Background: an optimization exercise with open tools, aiming at small area and a short achievable clock period. Do not read the settings as production practice.
Where RTL was checked, it was by simulation tests only, not by an equivalence proof against the original.
Power figures rest on the tool's default switching activity, not on a simulated workload.

==> inputs of job 2642 <==
## avst_to_avmm_fifo
module avst_to_avmm_fifo #(
    parameter int DATA_W = 32,
    parameter int DEPTH  = 64,
    parameter int LVL_W  = $clog2(DEPTH) + 1
) (
    input  logic              clock,
    input  logic              reset_n,
    input  logic [DATA_W-1:0] sink_data,
    input  logic              sink_valid,
    output logic              sink_ready,
    input  logic [1:0]        mm_address,
    input  logic              mm_read,
    input  logic              mm_write,
    input  logic [31:0]       mm_writedata,
    output logic [DATA_W-1:0] mm_readdata,
    output logic              mm_waitrequest,
    output logic              irq
);
==> module sc_fifo_core, before the edit <==
module sc_fifo_core #(
    parameter int DATA_W = 32,
    parameter int DEPTH  = 64,
    parameter int LVL_W  = $clog2(DEPTH) + 1
) (
    input  logic              clock,
    input  logic              reset_n,
    input  logic              push_i,
    input  logic              pop_i,
    input  logic              flush_i,
    input  logic [DATA_W-1:0] wdata_i,
    output logic [DATA_W-1:0] head_o,
    output logic [LVL_W-1:0]  level_o,
    output logic              empty_o,
    output logic              full_o
);
    localparam int AW = $clog2(DEPTH);
    logic [DATA_W-1:0] mem [DEPTH];
    logic [AW-1:0]    wr_ptr_q, wr_ptr_d;
    logic [AW-1:0]    rd_ptr_q, rd_ptr_d;
    logic [LVL_W-1:0] level_q,  level_d;
    always_comb begin
        wr_ptr_d = wr_ptr_q;
        rd_ptr_d = rd_ptr_q;
        level_d  = level_q;
        if (flush_i) begin
            wr_ptr_d = '0;
            rd_ptr_d = '0;
            level_d  = '0;
        end else begin
            if (push_i) begin
                wr_ptr_d = wr_ptr_q + AW'(1);
            end
            if (pop_i) begin
                rd_ptr_d = rd_ptr_q + AW'(1);
            end
            case ({push_i, pop_i})
                2'b10:   level_d = level_q + LVL_W'(1);
                2'b01:   level_d = level_q - LVL_W'(1);
                default: level_d = level_q;
            endcase
        end
    end
    always_ff @(posedge clock or negedge reset_n) begin
        if (!reset_n) begin
            wr_ptr_q <= '0;
            rd_ptr_q <= '0;
            level_q  <= '0;
        end else begin
            wr_ptr_q <= wr_ptr_d;
            rd_ptr_q <= rd_ptr_d;
            level_q  <= level_d;
        end
    end
    always_ff @(posedge clock) begin
        if (push_i && !flush_i) begin
            mem[wr_ptr_q] <= wdata_i;
        end
    end
    assign head_o  = mem[rd_ptr_q];
    assign level_o = level_q;
    assign empty_o = (level_q == '0);
    assign full_o  = (level_q == LVL_W'(DEPTH));
endmodule
==> module avst_to_avmm_fifo, before the edit <==
module avst_to_avmm_fifo #(
    parameter int DATA_W = 32,
    parameter int DEPTH  = 64,
    parameter int LVL_W  = $clog2(DEPTH) + 1
) (
    input  logic              clock,
    input  logic              reset_n,
    input  logic [DATA_W-1:0] sink_data,
    input  logic              sink_valid,
    output logic              sink_ready,
    input  logic [1:0]        mm_address,
    input  logic              mm_read,
    input  logic              mm_write,
    input  logic [31:0]       mm_writedata,
    output logic [DATA_W-1:0] mm_readdata,
    output logic              mm_waitrequest,
    output logic              irq
);
    logic [DATA_W-1:0] head_data;
    logic [LVL_W-1:0]  level;
    logic              empty;
    logic              full;
    logic [LVL_W-1:0]  thresh_q, thresh_d;
    logic              irq_en_q, irq_en_d;
    logic              irq_pend_q, irq_pend_d;
    logic              ready_en_q;
    avst_fifo_pkg::reg_addr_e         addr;
    logic              rd_data;
    logic              wr_thresh;
    logic              wr_ctrl;
    logic              flush;
    logic              push;
    logic              pop;
    logic [DATA_W-1:0]   level_ext;
    logic [DATA_W-1:0]   thresh_ext;
    logic [avst_fifo_pkg::STATUS_W-1:0] status;
    logic                unused_wdata;
    assign addr = avst_fifo_pkg::reg_addr_e'(mm_address);
    always_comb begin
        rd_data        = mm_read && (addr == avst_fifo_pkg::REG_DATA);
        wr_thresh      = mm_write && (addr == avst_fifo_pkg::REG_THRESH);
        wr_ctrl        = mm_write && (addr == avst_fifo_pkg::REG_CTRL);
        flush          = wr_ctrl && mm_writedata[avst_fifo_pkg::CTRL_FLUSH];
        sink_ready     = ready_en_q && !full && !flush;
        push           = sink_valid && sink_ready;
        pop            = rd_data && !empty && !flush;
        mm_waitrequest = rd_data && empty;
    end
    sc_fifo_core #(
        .DATA_W (DATA_W),
        .DEPTH  (DEPTH),
        .LVL_W  (LVL_W)
    ) u_core (
        .clock   (clock),
        .reset_n (reset_n),
        .push_i  (push),
        .pop_i   (pop),
        .flush_i (flush),
        .wdata_i (sink_data),
        .head_o  (head_data),
        .level_o (level),
        .empty_o (empty),
        .full_o  (full)
    );
    always_comb begin
        thresh_d   = wr_thresh ? mm_writedata[LVL_W-1:0] : thresh_q;
        irq_en_d   = wr_ctrl ? mm_writedata[avst_fifo_pkg::CTRL_IRQ_EN] : irq_en_q;
        irq_pend_d = irq_pend_q;
        if (wr_thresh || flush) begin
            irq_pend_d = 1'b0;
        end else if ((thresh_q != '0) && (level >= thresh_q)) begin
            irq_pend_d = 1'b1;
        end
    end
    always_ff @(posedge clock or negedge reset_n) begin
        if (!reset_n) begin
            thresh_q   <= '0;
            irq_en_q   <= 1'b0;
            irq_pend_q <= 1'b0;
            ready_en_q <= 1'b0;
        end else begin
            thresh_q   <= thresh_d;
            irq_en_q   <= irq_en_d;
            irq_pend_q <= irq_pend_d;
            ready_en_q <= 1'b1;
        end
    end
    assign irq = irq_en_q && irq_pend_q;
    genvar gi;
    generate
        for (gi = 0; gi < DATA_W; gi++) begin : g_ext
            if (gi < LVL_W) begin : g_bit
                assign level_ext[gi]  = level[gi];
                assign thresh_ext[gi] = thresh_q[gi];
            end else begin : g_zero
                assign level_ext[gi]  = 1'b0;
                assign thresh_ext[gi] = 1'b0;
            end
        end
    endgenerate
    always_comb begin
        status                = '0;
        status[avst_fifo_pkg::STAT_EMPTY]    = empty;
        status[avst_fifo_pkg::STAT_FULL]     = full;
        status[avst_fifo_pkg::STAT_IRQ_PEND] = irq_pend_q;
        status[avst_fifo_pkg::STAT_IRQ_EN]   = irq_en_q;
    end
    always_comb begin
        mm_readdata = '0;
        if (mm_read) begin
            case (addr)
                avst_fifo_pkg::REG_DATA: begin
                    if (!empty) begin
                        mm_readdata = head_data;
                    end
                end
                avst_fifo_pkg::REG_LEVEL:  mm_readdata = level_ext;
                avst_fifo_pkg::REG_THRESH: mm_readdata = thresh_ext;
                avst_fifo_pkg::REG_CTRL:   mm_readdata[avst_fifo_pkg::STATUS_W-1:0] = status;
                default:    mm_readdata = '0;
            endcase
        end
    end
    assign unused_wdata = ^mm_writedata[31:LVL_W];
endmodule
export LEC_CHECK = 0
export CAP_MARGIN = 20
export CORE_MARGIN = 2
export CORE_UTILIZATION = 40
export PLACE_DENSITY = 0.6
export SLEW_MARGIN = 20
create_clock -name core_clock -period 5.5 [get_ports {clock}]
run.sh (not shown) runs the stock make flow with config.mk's settings and CLKGATE_MAP_FILE= SYNTH_SCRIPT=/design/flow/synth_recipe.tcl, a recipe that flattens the netlist after the stock synthesis.
==> job 3222: changes against job 2642 <==
==> flow/design.v (replaced) <==
package avst_fifo_pkg;
    typedef enum logic [1:0] {
        REG_DATA   = 2'd0,
        REG_LEVEL  = 2'd1,
        REG_THRESH = 2'd2,
        REG_CTRL   = 2'd3
    } reg_addr_e;
    localparam int STAT_EMPTY    = 0;
    localparam int STAT_FULL     = 1;
    localparam int STAT_IRQ_PEND = 2;
    localparam int STAT_IRQ_EN   = 3;
    localparam int STATUS_W      = 4;
    localparam int CTRL_FLUSH  = 0;
    localparam int CTRL_IRQ_EN = 1;
endpackage
module sc_fifo_core #(
    parameter int DATA_W = 32,
    parameter int DEPTH  = 64,
    parameter int LVL_W  = $clog2(DEPTH) + 1
) (
    input  logic              clock,
    input  logic              reset_n,
    input  logic              push_i,
    input  logic              pop_i,
    input  logic              flush_i,
    input  logic [DATA_W-1:0] wdata_i,
    output logic [DATA_W-1:0] head_o,
    output logic [LVL_W-1:0]  level_o,
    output logic              empty_o,
    output logic              full_o
);
    localparam int MW = DEPTH - 1;           
    localparam logic [5:0] PTR_INIT = 6'd1;
    logic [DATA_W-1:0] mem [MW];
    logic [DATA_W-1:0] head_q;
    logic [5:0]        wr_ptr_q, rd_ptr_q;
    logic [LVL_W-1:0]  level_q, level_d;
    logic              empty_q;              
    logic              one_q;                
    logic              more_q;               
    logic              mem_wr;
    logic              mem_rd;
    logic              head_ld;
    logic [DATA_W-1:0] mem_head;
    function automatic logic [5:0] lfsr_next(input logic [5:0] p);
        lfsr_next = {p[4:0], p[5] ^ p[4]};
    endfunction
    function automatic logic [5:0] lfsr_state(input int k);
        logic [5:0] p;
        p = PTR_INIT;
        for (int j = 0; j < k; j++) p = {p[4:0], p[5] ^ p[4]};
        lfsr_state = p;
    endfunction
    assign mem_wr  = push_i && !empty_q && !(one_q && pop_i);
    assign mem_rd  = pop_i && more_q;
    assign head_ld = pop_i || empty_q;
    always_comb begin
        level_d = level_q;
        if (flush_i) begin
            level_d = '0;
        end else begin
            case ({push_i, pop_i})
                2'b10:   level_d = level_q + LVL_W'(1);
                2'b01:   level_d = level_q - LVL_W'(1);
                default: level_d = level_q;
            endcase
        end
    end
    always_ff @(posedge clock or negedge reset_n) begin
        if (!reset_n) begin
            level_q  <= '0;
            empty_q  <= 1'b1;
            one_q    <= 1'b0;
            more_q   <= 1'b0;
            wr_ptr_q <= PTR_INIT;
            rd_ptr_q <= PTR_INIT;
        end else begin
            level_q  <= level_d;
            empty_q  <= (level_d == LVL_W'(0));
            one_q    <= (level_d == LVL_W'(1));
            more_q   <= (level_d >  LVL_W'(1));
            if (flush_i) begin
                wr_ptr_q <= PTR_INIT;
                rd_ptr_q <= PTR_INIT;
            end else begin
                if (mem_wr) wr_ptr_q <= lfsr_next(wr_ptr_q);
                if (mem_rd) rd_ptr_q <= lfsr_next(rd_ptr_q);
            end
        end
    end
    always_comb begin
        mem_head = '0;
        for (int k = 0; k < MW; k++) begin
            mem_head = mem_head | ({DATA_W{rd_ptr_q == lfsr_state(k)}} & mem[k]);
        end
    end
    genvar gk;
    generate
        for (gk = 0; gk < MW; gk++) begin : g_word
            always_ff @(posedge clock) begin
                if (mem_wr && wr_ptr_q == lfsr_state(gk)) begin
                    mem[gk] <= wdata_i;
                end
            end
        end
    endgenerate
    always_ff @(posedge clock) begin
        if (head_ld) begin
            head_q <= more_q ? mem_head : wdata_i;
        end
    end
    assign head_o  = head_q;
    assign level_o = level_q;
    assign empty_o = empty_q;
    assign full_o  = level_q[LVL_W-1];
endmodule
module avst_to_avmm_fifo #(
    parameter int DATA_W = 32,
    parameter int DEPTH  = 64,
    parameter int LVL_W  = $clog2(DEPTH) + 1
) (
    input  logic              clock,
    input  logic              reset_n,
    input  logic [DATA_W-1:0] sink_data,
    input  logic              sink_valid,
    output logic              sink_ready,
    input  logic [1:0]        mm_address,
    input  logic              mm_read,
    input  logic              mm_write,
    input  logic [31:0]       mm_writedata,
    output logic [DATA_W-1:0] mm_readdata,
    output logic              mm_waitrequest,
    output logic              irq
);
    logic [DATA_W-1:0] head_data;
    logic [LVL_W-1:0]  level;
    logic              empty;
    logic              full;
    logic [LVL_W-1:0]  thresh_q, thresh_d;
    logic              irq_en_q, irq_en_d;
    logic              irq_pend_q, irq_pend_d;
    logic              blocked_q;
    logic              rd_data;
    logic              wr_thresh;
    logic              wr_ctrl;
    logic              flush;
    logic              push;
    logic              pop;
    logic              full_d;
    always_comb begin
        rd_data        = mm_read && (mm_address == avst_fifo_pkg::REG_DATA);
        wr_thresh      = mm_write && (mm_address == avst_fifo_pkg::REG_THRESH);
        wr_ctrl        = mm_write && (mm_address == avst_fifo_pkg::REG_CTRL);
        flush          = wr_ctrl && mm_writedata[avst_fifo_pkg::CTRL_FLUSH];
        sink_ready     = !blocked_q && !flush;
        push           = sink_valid && sink_ready;
        pop            = rd_data && !empty;
        mm_waitrequest = rd_data && empty;
    end
    sc_fifo_core #(
        .DATA_W (DATA_W),
        .DEPTH  (DEPTH),
        .LVL_W  (LVL_W)
    ) u_core (
        .clock   (clock),
        .reset_n (reset_n),
        .push_i  (push),
        .pop_i   (pop),
        .flush_i (flush),
        .wdata_i (sink_data),
        .head_o  (head_data),
        .level_o (level),
        .empty_o (empty),
        .full_o  (full)
    );
    always_comb begin
        thresh_d   = wr_thresh ? mm_writedata[LVL_W-1:0] : thresh_q;
        irq_en_d   = wr_ctrl ? mm_writedata[avst_fifo_pkg::CTRL_IRQ_EN] : irq_en_q;
        irq_pend_d = irq_pend_q;
        if (wr_thresh || flush) begin
            irq_pend_d = 1'b0;
        end else if ((thresh_q != '0) && (level >= thresh_q)) begin
            irq_pend_d = 1'b1;
        end
        full_d = !flush && ((full && !pop) ||
                            (level == LVL_W'(DEPTH - 1) && sink_valid && !blocked_q && !pop));
    end
    always_ff @(posedge clock or negedge reset_n) begin
        if (!reset_n) begin
            thresh_q   <= '0;
            irq_en_q   <= 1'b0;
            irq_pend_q <= 1'b0;
            blocked_q  <= 1'b1;
        end else begin
            thresh_q   <= thresh_d;
            irq_en_q   <= irq_en_d;
            irq_pend_q <= irq_pend_d;
            blocked_q  <= full_d;
        end
    end
    assign irq = irq_en_q && irq_pend_q;
    always_comb begin
        mm_readdata = '0;
        case (mm_address)
            avst_fifo_pkg::REG_DATA:   mm_readdata = head_data;
            avst_fifo_pkg::REG_LEVEL:  mm_readdata[LVL_W-1:0] = level;
            avst_fifo_pkg::REG_THRESH: mm_readdata[LVL_W-1:0] = thresh_q;
            default: begin
                mm_readdata[avst_fifo_pkg::STAT_EMPTY]    = empty;
                mm_readdata[avst_fifo_pkg::STAT_FULL]     = full;
                mm_readdata[avst_fifo_pkg::STAT_IRQ_PEND] = irq_pend_q;
                mm_readdata[avst_fifo_pkg::STAT_IRQ_EN]   = irq_en_q;
            end
        endcase
    end
endmodule
- ABC_CLOCK_PERIOD_IN_PS: not set -> 3000
- SETUP_SLACK_MARGIN: not set -> 2.5
==> comparison table <==
Data arrival time at the worst-slack endpoint: job 2642 4.27 ns; job 3222 4.00 ns
Power dissipated in sequential cells: job 2642 17900 uW; job 3222 18300 uW
Async set-or-reset flop fraction in the synthesized netlist: job 2642 1.40%; job 3222 1.54%
Portion of netlist area occupied by mux cells: job 2642 17.4%; job 3222 0.298%
Width of the die: job 2642 452 um; job 3222 442 um
Yosys warnings: job 2642 2; job 3222 3
Status: job 2642 timing/DRC/antenna clean; job 3222 timing/DRC/antenna clean
Multi-In Gates: job 2642 1182; job 3222 1882
Layout Skew: job 2642 0.0413 ns; job 3222 0.0741 ns
Number of instances in the synthesized netlist: job 2642 3508; job 3222 4218
Sort of element at the end of the critical path: job 2642 primary output; job 3222 flop
Post-CTS resize count: job 2642 2; job 3222 727
Leakage power total: job 2642 0.0282 uW; job 3222 0.0329 uW
Total number of tap cells: job 2642 2656; job 3222 2511
Actual slew at the worst max-slew pin: job 2642 1.19 ns; job 3222 1.15 ns
Simple-gate share of the synthesized area: job 2642 1.53%; job 3222 5.84%
Pwr per Cell Area: job 2642 437 mW/mm^2; job 3222 397 mW/mm^2
Final RePlAce weighted congestion: job 2642 0.794; job 3222 0.892
Function not checked in job 3222: the RTL went through the layout flow alone.

==> afterwards: timing with drivers on the ports <==
The results above use ideal ports. As a check the final layouts listed here were re-extracted and re-timed, cells and wires unchanged.
Step 1 (the two cells are an assumption about what drives the block):
set clk [get_ports {clock}]
set_driving_cell -lib_cell sky130_fd_sc_hd__clkbuf_16 $clk
set_driving_cell -lib_cell sky130_fd_sc_hd__buf_2 [delete_from_list [all_inputs] $clk]
Step 2 times the ports against the registers' clock, not the clock port: input delays grow and output delays shrink by t, the midpoint of the rising clock arrivals with the driver on.
a / b / c = no drivers / after step 1 / after step 2; a / b = the first two.
run | t, ns | setup WS [ns] | slew at the worst register clock pin (ns)
job 2642 | 0.926 | 0.130 / 0.040 / 0.259 | 0.07 / 0.07
job 3222 | 0.951 | 2.087 / 2.087 / 1.542 | 0.07 / 0.07
After both steps setup and hold are still met in every run listed. For job 3222, which loses most, drivers alone change the setup slack by 0.000 ns; drivers and shift together by -0.545 ns.
